From an optimization exercise on the open Yosys and OpenROAD flow, aimed at small area and a short achievable clock period; shortcuts taken in it are not production practice. Only simulation tests tie the RTL to the original design; equivalence was not proved. Power figures rest on the tool's default switching activity, not on a simulated workload.

==> flow/design.v <==
`timescale 1ns/1ps
module act_buffer (
  input  logic                clk,
  input  logic                reset,
  input  logic                wr_req_act_flag,
  input  logic [16-1:0] wr_data_act_flag,
  input  logic                wr_req_act,
  input  logic [8-1:0]   wr_data_act,
  input  logic [16-1:0] row_sel,
  input  logic [16-1:0] col_sel,
  output logic [16-1:0] first_flags,
  output logic [16-1:0] next_flags,
  output logic [8-1:0]   rd_data
);
  logic [16-1:0] flag_mem [16];
  logic [8-1:0]   act_mem  [16 * 16];
  logic [4-1:0]      wr_addr_act_flag;
  logic [8-1:0] wr_addr_act;
  logic flag_addr_zero;
  always_ff @(posedge clk or negedge reset) begin
    if (!reset) begin
      wr_addr_act_flag <= '0;
      flag_addr_zero   <= 1'b1;
    end else if (wr_req_act_flag) begin
      wr_addr_act_flag <= wr_addr_act_flag + 1'b1;
      flag_addr_zero   <= (wr_addr_act_flag == 4'(16 - 1));
    end
  end
  always_ff @(posedge clk) begin
    if (wr_req_act_flag) begin
      flag_mem[wr_addr_act_flag] <= wr_data_act_flag;
    end
  end
  always_ff @(posedge clk or negedge reset) begin
    if (!reset) begin
      wr_addr_act <= '0;
    end else if (wr_req_act) begin
      wr_addr_act <= wr_addr_act + 1'b1;
    end
  end
  always_ff @(posedge clk) begin
    if (wr_req_act) begin
      act_mem[wr_addr_act] <= wr_data_act;
    end
  end
  always_comb begin
    if (wr_req_act_flag && flag_addr_zero) begin
      first_flags = wr_data_act_flag;
    end else begin
      first_flags = flag_mem[0];
    end
  end
  always_ff @(posedge clk) begin
    logic [16-1:0] word;
    word = '0;
    for (int i = 0; i < 16; i++) begin
      word = word | ({16{row_sel[(i + 16 - 1) % 16]}} & flag_mem[i]);
    end
    next_flags <= word;
  end
  always_comb begin
    logic [8-1:0] row_word;
    rd_data = '0;
    for (int i = 0; i < 16; i++) begin
      row_word = '0;
      for (int c = 0; c < 16; c++) begin
        row_word = row_word | ({8{col_sel[c]}} & act_mem[i*16 + c]);
      end
      rd_data = rd_data | ({8{row_sel[i]}} & row_word);
    end
  end
endmodule
`timescale 1ns/1ps
module flag_scanner (
  input  logic [16-1:0] flags,
  output logic [16-1:0] lowest
);
  always_comb begin
    logic seen;
    seen = 1'b0;
    for (int i = 0; i < 16; i++) begin
      lowest[i] = flags[i] & ~seen;
      seen = seen | flags[i];
    end
  end
endmodule
`timescale 1ns/1ps
module row_sequencer (
  input  logic                clk,
  input  logic                reset,
  input  logic                start,
  input  logic                wait_state,
  input  logic [16-1:0] first_flags,
  input  logic [16-1:0] next_flags,
  input  logic [8-1:0]   rd_data,
  output logic [16-1:0] col_sel,
  output logic [16-1:0] row_sel,
  output logic                en,
  output logic [1:0]          state,
  output logic [4-1:0]   row_index,
  output logic [4-1:0]   act_index,
  output logic [8-1:0]   serial_out,
  output logic [5-1:0]   row_val_num,
  output logic                zero_flag,
  output logic                row_cal_done
);
  localparam logic [1:0] PREP = 2'd0;
  localparam logic [1:0] TRAN = 2'd1;
  localparam logic [1:0] WAIT = 2'd2;
  localparam logic [1:0] COMP = 2'd3;
  function automatic logic [11:0] nibble_counts(input logic [16-1:0] flags);
    logic [11:0] counts;
    for (int i = 0; i < 4; i++) begin
      counts[3*i +: 3] = 3'(flags[4*i]) + 3'(flags[4*i+1]) + 3'(flags[4*i+2]) + 3'(flags[4*i+3]);
    end
    nibble_counts = counts;
  endfunction
  function automatic logic [4-1:0] encode(input logic [16-1:0] onehot);
    logic [4-1:0] idx;
    idx = '0;
    for (int i = 0; i < 16; i++) begin
      if (onehot[i]) idx = idx | 4'(i);
    end
    encode = idx;
  endfunction
  logic in_prep, in_tran, in_wait, in_comp;
  logic go;
  logic leave;
  logic [1:0]          state_next;
  logic                rcd_next;
  logic [16-1:0] row_sel_next;
  logic                row_done;
  assign row_done = in_comp && leave;
  logic [16-1:0] remain;
  logic [16-1:0] remain_drop;
  logic                last_left;
  logic                step;
  assign remain_drop = remain & ~col_sel;
  assign last_left   = (remain_drop == '0);
  assign step        = in_comp ? !leave : !in_prep && !wait_state;
  always_comb begin
    state_next = PREP;
    if (in_prep) state_next = go ? TRAN : PREP;
    if (in_tran || in_wait) state_next = wait_state ? WAIT : COMP;
    if (in_comp) state_next = !leave ? COMP : (row_sel[16 - 1] ? PREP : TRAN);
  end
  assign rcd_next     = step && last_left;
  assign row_sel_next = row_done ? {row_sel[16-2:0], row_sel[16-1]} : row_sel;
  always_ff @(posedge clk or negedge reset) begin
    if (!reset) begin
      in_prep <= 1'b1;
      in_tran <= 1'b0;
      in_wait <= 1'b0;
      in_comp <= 1'b0;
      go      <= 1'b0;
      leave   <= 1'b1;
      row_sel <= 16'(1);
    end else begin
      in_prep <= (state_next == PREP);
      in_tran <= (state_next == TRAN);
      in_wait <= (state_next == WAIT);
      in_comp <= (state_next == COMP);
      go      <= start && (state_next == PREP);
      leave   <= rcd_next || (state_next != COMP);
      row_sel <= row_sel_next;
    end
  end
  logic [11:0] row_counts;
  always_ff @(posedge clk or negedge reset) begin
    if (!reset) begin
      en           <= 1'b0;
      state        <= PREP;
      row_index    <= '0;
      row_cal_done <= 1'b0;
      row_val_num  <= '0;
      zero_flag    <= 1'b1;
    end else begin
      en           <= start;
      state        <= state_next;
      row_index    <= encode(row_sel_next);
      row_cal_done <= rcd_next;
      if (in_tran) begin
        row_val_num <= (5'(row_counts[2:0]) + 5'(row_counts[5:3]))
                     + (5'(row_counts[8:6]) + 5'(row_counts[11:9]));
        zero_flag   <= (remain == '0);
      end
    end
  end
  logic [16-1:0] remain_next;
  logic [16-1:0] lowest_next;
  always_comb begin
    if (in_prep) begin
      remain_next = first_flags;
    end else if (row_done) begin
      remain_next = next_flags;
    end else if (step) begin
      remain_next = remain_drop;
    end else begin
      remain_next = remain;
    end
  end
  flag_scanner i_flag_scanner (
    .flags  (remain_next),
    .lowest (lowest_next)
  );
  always_ff @(posedge clk) begin
    remain  <= remain_next;
    col_sel <= lowest_next;
  end
  always_ff @(posedge clk) begin
    if (in_prep || row_done) begin
      row_counts <= nibble_counts(remain_next);
    end
  end
  always_ff @(posedge clk) begin
    act_index  <= encode(col_sel);
    serial_out <= rd_data;
  end
endmodule
`timescale 1ns/1ps
module weight_buffer (
  input  logic                            clk,
  input  logic                            reset,
  input  logic                            wr_req_wei,
  input  logic [8-1:0]               wr_data_wei,
  output logic [8*9-1:0]  parallel_out
);
  logic                   wr_req_q;
  logic [8-1:0]      wr_data_q;
  logic [4-1:0] wr_addr_wei;
  always_ff @(posedge clk or negedge reset) begin
    if (!reset) begin
      wr_req_q <= 1'b0;
    end else begin
      wr_req_q <= wr_req_wei;
    end
  end
  always_ff @(posedge clk) begin
    wr_data_q <= wr_data_wei;
  end
  always_ff @(posedge clk or negedge reset) begin
    if (!reset) begin
      wr_addr_wei <= '0;
    end else if (wr_req_q) begin
      if (wr_addr_wei == 4'(9 - 1)) begin
        wr_addr_wei <= '0;
      end else begin
        wr_addr_wei <= wr_addr_wei + 1'b1;
      end
    end
  end
  always_ff @(posedge clk or negedge reset) begin
    if (!reset) begin
      parallel_out <= '0;
    end else if (wr_req_q) begin
      for (int i = 0; i < 9; i++) begin
        if (wr_addr_wei == 4'(i)) begin
          parallel_out[i*8 +: 8] <= wr_data_q;
        end
      end
    end
  end
endmodule
`timescale 1ns/1ps
module sparse_row_top (
  input  logic                            clk,
  input  logic                            reset,
  input  logic                            wr_req_act_flag,
  input  logic [16-1:0]                      wr_data_act_flag,
  input  logic                            wr_req_act,
  input  logic [8-1:0]               wr_data_act,
  input  logic                            wr_req_wei,
  input  logic [8-1:0]               wr_data_wei,
  input  logic                            start,
  input  logic                            wait_state,
  output logic                            en,
  output logic [1:0]                      state,
  output logic [4-1:0]               row_index,
  output logic [4-1:0]               act_index,
  output logic [8-1:0]               serial_out,
  output logic [5-1:0]               row_val_num,
  output logic                            zero_flag,
  output logic                            row_cal_done,
  output logic [8*9-1:0]  parallel_out
);
  logic [16-1:0] first_flags;
  logic [16-1:0] next_flags;
  logic [16-1:0] col_sel;
  logic [16-1:0] row_sel;
  logic [8-1:0]   rd_data;
  act_buffer i_act_buffer (
    .clk              (clk),
    .reset            (reset),
    .wr_req_act_flag  (wr_req_act_flag),
    .wr_data_act_flag (wr_data_act_flag),
    .wr_req_act       (wr_req_act),
    .wr_data_act      (wr_data_act),
    .row_sel          (row_sel),
    .col_sel          (col_sel),
    .first_flags      (first_flags),
    .next_flags       (next_flags),
    .rd_data          (rd_data)
  );
  row_sequencer i_row_sequencer (
    .clk          (clk),
    .reset        (reset),
    .start        (start),
    .wait_state   (wait_state),
    .first_flags  (first_flags),
    .next_flags   (next_flags),
    .rd_data      (rd_data),
    .col_sel      (col_sel),
    .row_sel      (row_sel),
    .en           (en),
    .state        (state),
    .row_index    (row_index),
    .act_index    (act_index),
    .serial_out   (serial_out),
    .row_val_num  (row_val_num),
    .zero_flag    (zero_flag),
    .row_cal_done (row_cal_done)
  );
  weight_buffer i_weight_buffer (
    .clk          (clk),
    .reset        (reset),
    .wr_req_wei   (wr_req_wei),
    .wr_data_wei  (wr_data_wei),
    .parallel_out (parallel_out)
  );
endmodule
==> flow/config.mk <==
export PLATFORM = sky130hd
export DESIGN_NAME = sparse_row_top
export DESIGN_NICKNAME = sparse_row_top
export VERILOG_FILES = /design/flow/design.v
export SDC_FILE = /design/flow/constraint.sdc
export NUM_CORES = 4
export LEC_CHECK = 0
export CAP_MARGIN = 20
export CORE_MARGIN = 2
export CORE_UTILIZATION = 60
export CTS_CLUSTER_DIAMETER = 120
export CTS_CLUSTER_SIZE = 24
export SETUP_SLACK_MARGIN = 4.8
export SLEW_MARGIN = 20
export TNS_END_PERCENT = 5
==> flow/constraint.sdc <==
create_clock -name core_clock -period 7.5 [get_ports {clk}]
set_input_delay 1.5000 -clock core_clock [delete_from_list [all_inputs] [get_ports {clk}]]
set_output_delay 1.5000 -clock core_clock [all_outputs]
set_load 0.01 [all_outputs]
run.sh (not shown) runs the stock make flow with config.mk's settings and CLKGATE_MAP_FILE= SYNTH_SCRIPT=/design/flow/synth_recipe.tcl, a recipe that flattens the netlist after the stock synthesis.
==> next run, changes <==
--- a/flow/config.mk
+++ b/flow/config.mk
@@ -12,4 +12,3 @@
 export CTS_CLUSTER_SIZE = 24
-export SETUP_SLACK_MARGIN = 4.8
+export SETUP_SLACK_MARGIN = 4.5
 export SLEW_MARGIN = 20
-export TNS_END_PERCENT = 5
What happened:
- The changed run finished with timing, DRC and antenna clean
- sequential share of layout area grows by 1.4 points
- core utilization shrinks by 1.3 points
- combinational power shrinks by 9.5%
==> next run, changes <==
--- a/flow/config.mk
+++ b/flow/config.mk
@@ -12,3 +12,3 @@
 export CTS_CLUSTER_SIZE = 24
-export SETUP_SLACK_MARGIN = 4.5
+export SETUP_SLACK_MARGIN = 4.6
 export SLEW_MARGIN = 20
Synthesized area is unchanged.
Design area grows by about 2.8%.
Setup slack improves by 0.24 ns.
Wire length grows by about 0.6%.
Register-to-register slack is better by 0.24 ns.

-- separate check: timing with driven ports --
The results above use ideal ports. As a check the final layouts listed here were re-extracted and re-timed, cells and wires unchanged.
Step 1 assumes that a clkbuf_16 drives the clock port and a buf_2 every other input.
Step 2 times the ports against the registers' clock, not the clock port: input delays grow and output delays shrink by t, the midpoint of the rising clock arrivals with the driver on.
Three values: ideal, step 1, step 2; two values: the first two.
run | t, ns | setup WS [ns] | worst setup path at the end | worst register clock-pin slew, ns | cell pins on the clock port's net
the first run | 0.862 | 4.408 / 4.408 / 3.707 | input to register | 0.10 / 0.10 | 1
the second run | 0.863 | 4.230 / 4.230 / 3.703 | input to register | 0.10 / 0.10 | 1
the third run | 0.860 | 4.466 / 4.466 / 3.677 | input to register | 0.10 / 0.10 | 1
After both steps every run listed still meets setup and hold. For the third run, which loses most, drivers alone change the setup slack by 0.000 ns; drivers and shift together by -0.789 ns.
